Source: an optimization exercise on an open RTL-to-GDS flow (aim: small area, a short achievable clock period and few clock cycles per item). Production flows keep margins and buffers that such runs may drop. In this exercise RTL edits were held to simulation tests only and were not proved equivalent to the original. Power figures rest on the tool's default switching activity, not on a simulated workload.

run 1:
Design data_mem_sized, start of the top module:
module data_mem_sized
#(
   parameter int WIDTH   = 64,
   parameter int DEPTH   = 32,
   parameter int LATENCY = 0
) (
   input  logic             im_clk,
   input  logic             im_rst_n,
   input  logic             req_valid,
   output logic             req_ready,
   input  logic             req_write,
   input  logic [1:0]       req_size,
   input  logic             req_signed,
   input  logic [WIDTH-1:0] req_addr,
   input  logic [WIDTH-1:0] req_wdata,
   output logic             resp_valid,
   output logic [WIDTH-1:0] resp_rdata,
   output logic             resp_fault
);
Size: about 2300 flip-flops, about 200 I/O pins, roughly 0.082 mm2 of cells after synthesis.
Settings: LEC_CHECK=0, CAP_MARGIN=20, CORE_MARGIN=2, CORE_UTILIZATION=40, CTS_CLUSTER_DIAMETER=60, CTS_CLUSTER_SIZE=30, SETUP_SLACK_MARGIN=3.2, SLEW_MARGIN=20; clock period 5.5 ns.
run.sh (not shown) runs the stock make flow with config.mk's settings and CLKGATE_MAP_FILE= SYNTH_SCRIPT=/design/flow/synth_recipe.tcl, a recipe that flattens the netlist after the stock synthesis.
Testbench counts of run 1, summed over its fixed seeds: cycles 16,024, items 16,000.
## Diff of input files: run 2 against run 1
- swapping 3.2 for 2.9 in SETUP_SLACK_MARGIN
- swapping 60 for 100 in CTS_CLUSTER_DIAMETER
Findings:
Taking run 1 as the reference, in run 2 headroom to the max-slew limit now larger, required time reported for the critical path endpoint now larger, internal portion of total power now smaller, utilization now smaller, final area now smaller. On antenna cell count, the higher figure sits with run 1, not run 2. A category of the most critical setup path of flip-flop to flip-flop is what run 2 shows, while flip-flop to output pin belongs to run 1. Changes observed in run 2 relative to run 1: first-iteration DRC count saw an increase, clock buffer count saw a decrease, maximum frequency saw a decrease.
Here is what was changed in the inputs of run 3 compared with run 2.
- CTS_CLUSTER_SIZE: 30 -> unset
- CTS_CLUSTER_DIAMETER: 100 -> unset
Findings:
Final-layout non-clock buffer area share delta for run 3 relative to run 2: 0.17 points lower. The higher all-layer global routing usage of run 3 and run 2 is in run 3. The clock-buffer cell count number comes out lower for run 2 vs run 3. Lower non-clock buffer count among run 3 and run 2: run 3. Run 3 vs run 2 — number of nets in the layout rose 2.7%. Going from run 2 to run 3, ratio of total power to cell area up 16%, fraction of area in multi-input gates down 0.76 points, total power after layout up 22%.
What run 4 does differently from run 3 at the input level:
- an added CTS_CLUSTER_DIAMETER of 60
- an added CTS_CLUSTER_SIZE of 30
- a change of CORE_UTILIZATION from 40 to 60
==> notes.md <==
Against run 3 as the reference, run 4 delivers a higher global-route usage.
mem_q[15][46]$_DFFE_PP_ as the last element of the critical path was reported by run 4, and resp_valid by run 3.
Taking run 3 as the reference, in run 4 core utilization grew by 21 points, count of clock buffers in the final design shrank by about 40%, required time of the critical path grew by 1.53 ns, clock group share of total power shrank by 4.9 points, share of the cycle needed by the critical path after routing shrank by 0.66 points.
Inputs modified between run 4 and run 5:
- CTS_CLUSTER_DIAMETER: 60 -> unset
- CTS_CLUSTER_SIZE: 30 -> unset
- CORE_UTILIZATION: 60 -> 65
## What came out
From run 4 to run 5 the numbers moved as follows: multi-input logic portion of the cell area now smaller; final clock period utilization by the worst path barely changed; met2 layer usage reported by global route increased 5.0 points.
Of run 4 and run 5, the higher worst slew margin relative to its limit belongs to run 4.
Taking run 4 as the reference point, the met3 usage in global routing of run 5 rises by 3.0 points.
Against run 4 as the reference, run 5 delivers a lower hold slack.
Between run 4 and run 5, the maximum frequency does not differ in any meaningful way.
Termination of the worst setup path: mem_q[15][46]$_DFFE_PP_ -> run 4, mem_q[14][40]$_DFFE_PP_ -> run 5
Fraction of power spent switching nets: run 5 < run 4
Run 4 | status: complete | timing, DRC, antenna: pass
Run 5 completed; timing, DRC and antenna clean
In the metrics for run 4 and run 5, the one carrying the higher cell area after layout is run 5.
| worst path arrival time | run 5 vs run 4 | 0.05 ns higher |

========
The RTL this note starts from:
==> flow/design.v <==
package data_mem_sized_pkg;
   localparam int WORD = 64;
   localparam logic [1:0] SZ_B = 2'b00;
   localparam logic [1:0] SZ_H = 2'b01;
   localparam logic [1:0] SZ_W = 2'b10;
   localparam logic [1:0] SZ_D = 2'b11;
endpackage
module dmem_store_lanes
(
   input  logic [1:0]      size,
   input  logic [2:0]      offset,
   input  logic [data_mem_sized_pkg::WORD-1:0] wdata,
   output logic            misaligned,
   output logic [7:0]      lane_en,
   output logic [data_mem_sized_pkg::WORD-1:0] lane_data
);
   always_comb begin
      case (size)
         data_mem_sized_pkg::SZ_B: misaligned = 1'b0;
         data_mem_sized_pkg::SZ_H: misaligned = offset[0];
         data_mem_sized_pkg::SZ_W: misaligned = |offset[1:0];
         default:                  misaligned = |offset;
      endcase
   end
   always_comb begin
      for (int k = 0; k < 8; k++) begin
         case (size)
            data_mem_sized_pkg::SZ_B: begin
               lane_data[8*k +: 8] = wdata[7:0];
               lane_en[k]          = (3'(k) == offset);
            end
            data_mem_sized_pkg::SZ_H: begin
               lane_data[8*k +: 8] = wdata[8*(k%2) +: 8];
               lane_en[k]          = (2'(k/2) == offset[2:1]);
            end
            data_mem_sized_pkg::SZ_W: begin
               lane_data[8*k +: 8] = wdata[8*(k%4) +: 8];
               lane_en[k]          = (1'(k/4) == offset[2]);
            end
            default: begin
               lane_data[8*k +: 8] = wdata[8*k +: 8];
               lane_en[k]          = 1'b1;
            end
         endcase
      end
   end
endmodule
module dmem_load_align
(
   input  logic [1:0]      size,
   input  logic            sign_ext,
   input  logic [2:0]      offset,
   input  logic [data_mem_sized_pkg::WORD-1:0] mem_word,
   output logic [data_mem_sized_pkg::WORD-1:0] load_data
);
   logic [7:0] b0, b1;
   logic [15:0] b23;
   logic       ext;
   always_comb begin
      b0  = mem_word[8*offset +: 8];
      b1  = mem_word[8*{offset[2:1], 1'b1} +: 8];
      b23 = mem_word[16*{offset[2], 1'b1} +: 16];
      case (size)
         data_mem_sized_pkg::SZ_B: ext = sign_ext & b0[7];
         data_mem_sized_pkg::SZ_H: ext = sign_ext & b1[7];
         data_mem_sized_pkg::SZ_W: ext = sign_ext & b23[15];
         default:                  ext = 1'b0;
      endcase
      load_data[7:0]   = b0;
      load_data[15:8]  = (size == data_mem_sized_pkg::SZ_B) ? {8{ext}} : b1;
      load_data[31:16] = (size[1] == 1'b0) ? {16{ext}} : b23;
      load_data[63:32] = (size == data_mem_sized_pkg::SZ_D) ? mem_word[63:32] : {32{ext}};
   end
endmodule
module data_mem_sized
#(
   parameter int WIDTH   = 64,
   parameter int DEPTH   = 32,
   parameter int LATENCY = 0
) (
   input  logic             im_clk,
   input  logic             im_rst_n,
   input  logic             req_valid,
   output logic             req_ready,
   input  logic             req_write,
   input  logic [1:0]       req_size,
   input  logic             req_signed,
   input  logic [WIDTH-1:0] req_addr,
   input  logic [WIDTH-1:0] req_wdata,
   output logic             resp_valid,
   output logic [WIDTH-1:0] resp_rdata,
   output logic             resp_fault
);
   localparam int AW = $clog2(DEPTH);
   logic             v1_q;
   logic             flt1_q;
   logic             ld1_q;
   logic [1:0]       sz1_q;
   logic             sg1_q;
   logic [2:0]       off1_q;
   logic [DEPTH-1:0] sel1_n_q;     
   logic [7:0]       lane1_n_q;    
   logic [WIDTH-1:0] wd1_q;
   logic             v2_q;
   logic             flt2_q;
   logic             ld2_q;
   logic [1:0]       sz2_q;
   logic             sg2_q;
   logic [2:0]       off2_q;
   logic [WIDTH-1:0] raw2_q;
   logic             v3_q;
   logic             flt3_q;
   logic [WIDTH-1:0] rd3_q;
   logic [WIDTH-1:0] mem_q [DEPTH];
   logic             mis0;
   logic             flt0;
   logic [DEPTH-1:0] dec0;
   logic [7:0]       lane_en0;
   logic [WIDTH-1:0] lane_data0;
   logic [WIDTH-1:0] raw1;
   logic [WIDTH-1:0] load_data2;
   assign req_ready  = 1'b1;
   assign resp_valid = v3_q;
   assign resp_rdata = rd3_q;
   assign resp_fault = flt3_q;
   dmem_store_lanes u_store (
      .size       (req_size),
      .offset     (req_addr[2:0]),
      .wdata      (req_wdata),
      .misaligned (mis0),
      .lane_en    (lane_en0),
      .lane_data  (lane_data0)
   );
   assign flt0 = (|req_addr[WIDTH-1:AW+3]) | mis0;
   always_comb begin
      for (int w = 0; w < DEPTH; w++) begin
         dec0[w] = (req_addr[AW+2:3] == AW'(w));
      end
   end
   always_ff @(posedge im_clk or negedge im_rst_n) begin
      if (!im_rst_n) begin
         v1_q      <= 1'b0;
         lane1_n_q <= '1;
      end else begin
         v1_q      <= req_valid;
         lane1_n_q <= (req_valid && req_write && !flt0) ? ~lane_en0 : 8'hFF;
      end
   end
   always_ff @(posedge im_clk) begin
      flt1_q  <= flt0;
      ld1_q   <= !req_write && !flt0;
      sz1_q   <= req_size;
      sg1_q   <= req_signed;
      off1_q  <= req_addr[2:0];
      sel1_n_q <= ~dec0;
      wd1_q   <= lane_data0;
   end
   always_ff @(posedge im_clk) begin
      for (int w = 0; w < DEPTH; w++) begin
         for (int k = 0; k < 8; k++) begin
            if (!sel1_n_q[w] && !lane1_n_q[k]) begin
               mem_q[w][8*k +: 8] <= wd1_q[8*k +: 8];
            end
         end
      end
   end
   always_comb begin
      raw1 = '1;
      for (int w = 0; w < DEPTH; w++) begin
         raw1 = raw1 & ({WIDTH{sel1_n_q[w]}} | mem_q[w]);
      end
   end
   always_ff @(posedge im_clk or negedge im_rst_n) begin
      if (!im_rst_n) begin
         v2_q <= 1'b0;
      end else begin
         v2_q <= v1_q;
      end
   end
   always_ff @(posedge im_clk) begin
      flt2_q <= flt1_q;
      ld2_q  <= ld1_q;
      sz2_q  <= sz1_q;
      sg2_q  <= sg1_q;
      off2_q <= off1_q;
      raw2_q <= raw1;
   end
   dmem_load_align u_load (
      .size      (sz2_q),
      .sign_ext  (sg2_q),
      .offset    (off2_q),
      .mem_word  (raw2_q),
      .load_data (load_data2)
   );
   always_ff @(posedge im_clk or negedge im_rst_n) begin
      if (!im_rst_n) begin
         v3_q <= 1'b0;
      end else begin
         v3_q <= v2_q;
      end
   end
   always_ff @(posedge im_clk) begin
      flt3_q <= flt2_q;
      rd3_q  <= ld2_q ? load_data2 : '0;
   end
endmodule
clock: 5.5 ns
lec_check: 0
cap_margin: 20
core_margin: 2
core_utilization: 70
cts_cluster_diameter: 100
cts_cluster_size: 30
setup_slack_margin: 3.6
slew_margin: 20
standard.sh (not shown) runs the stock make flow with config.mk's settings and CLKGATE_MAP_FILE= SYNTH_SCRIPT=/design/flow/synth_recipe.tcl, a recipe that flattens the netlist after the stock synthesis.
==> flow/flow/run.sh <==
#!/bin/bash
# The standard layout, with the port buffers made of plain buffers rather than
# delay cells, and gate sizing not held to the original cell footprints.
set -euo pipefail
bash standard.sh 'BUFFER_PORTS_ARGS=-buffer_cell sky130_fd_sc_hd__buf_2' MATCH_CELL_FOOTPRINT=0 finish > standard.log 2>&1
The starting point went through all stages and came out clean.
Testbench counts at the start, summed over its fixed seeds: cycles 16,024, items 16,000.
Rerun with:
Settings changed: CORE_UTILIZATION 70 to 50, CTS_CLUSTER_DIAMETER 100 to 80, SETUP_SLACK_MARGIN 3.6 to 3.4.
- critical path depth stays the same
- synthesized cell count is unchanged
- area after synthesis does not change
- worst setup slack is worse by 0.072 ns
- wire length came out lower by 1.1%
Rerun with:
Settings changed: CORE_UTILIZATION 50 to 40, CTS_CLUSTER_DIAMETER 80 to 60.
What happened: Die area is higher by 25%. Power went up by 5.3%. Area after synthesis is unchanged. Critical path depth stays the same. Setup slack stays flat. Flip-flop and latch count stays the same. Wire length goes up by 0.56%. Utilization is lower by 11 points. Non-clock buffer count falls by 5.
Rerun with:
Settings changed: CORE_UTILIZATION 40 to 70, CTS_CLUSTER_DIAMETER 60 to 100.
What happened: Worst setup slack gets better by 0.029 ns; power went down by 9.7%; worst hold slack improves by 0.061 ns.
Rerun with:
==> flow/run.sh (new file) <==
#!/bin/bash
# synth_recipe.tcl (not shown) runs the flow's synth.tcl, then flattens the netlist and writes it again
# the make line also repeats each setting of config.mk as NAME=value (left out here)
make -C /OpenROAD-flow-scripts/flow DESIGN_CONFIG=/design/flow/config.mk WORK_HOME=/design/flow/orfs CLKGATE_MAP_FILE= SYNTH_SCRIPT=/design/flow/synth_recipe.tcl finish
Settings changed: CORE_UTILIZATION 70 to 40, CTS_CLUSTER_DIAMETER 100 to 60, SETUP_SLACK_MARGIN 3.4 to 3.2.
removed: flow/flow/run.sh
removed: flow/standard.sh
Effect:
- non-clock buffer count grows by 25
- wire length grows by 7.7%
- count of clock-buffer cells in the layout shrinks by 3
- sequential power barely changes
- worst setup slack is worse by 0.051 ns
- critical path depth grows by 4
- cell area grows by about 5%
- global-route usage shrinks by 17 points
- die area grows by about 70%
- total power grows by about 12%

==> re-timing with driven ports <==
No port has a modelled driver above. Below, the same layouts with a new extraction and two added sets of constraints. Step 1, drivers: a clkbuf_16 drives im_clk and a buf_2 each remaining input, both assumed. Step 2 also shifts input and output timing later by t, the mid clock arrival at the registers, as if the neighbouring blocks saw the same clock. Three values: ideal, step 1, step 2; two values: the first two.
run | shift t [ns] | slack for setup (ns) | worst setup path after step 2 | worst slew at a driven data input, ns
run 1 | 0.905 | 3.078 / 2.989 / 2.417 | input to register | 0.07
run 2 | 0.815 | 2.826 / 2.826 / 2.295 | input to register | 0.11
run 3 | 0.933 | 2.850 / 2.759 / 2.296 | input to register | 0.11
run 4 | 0.877 | 2.886 / 2.876 / 2.111 | input to register | 0.21
run 5 | 0.929 | 2.882 / 2.849 / 2.139 | input to register | 0.27
the first run of note 2 | 0.805 | 3.178 / 3.092 / 2.930 | input to register | 0.21
the second run of note 2 | 0.858 | 3.106 / 3.020 / 2.655 | input to register | 0.21
the third run of note 2 | 0.909 | 3.105 / 3.008 / 2.628 | input to register | 0.15
the fourth run of note 2 | 0.807 | 3.134 / 3.054 / 2.699 | input to register | 0.18
the fifth run of note 2 | 0.893 | 3.083 / 3.000 / 2.464 | input to register | 0.15
After both steps every run listed still meets setup and hold. The setup slack of run 4, which loses most, moves by -0.010 ns with the drivers and by -0.775 ns with both steps.
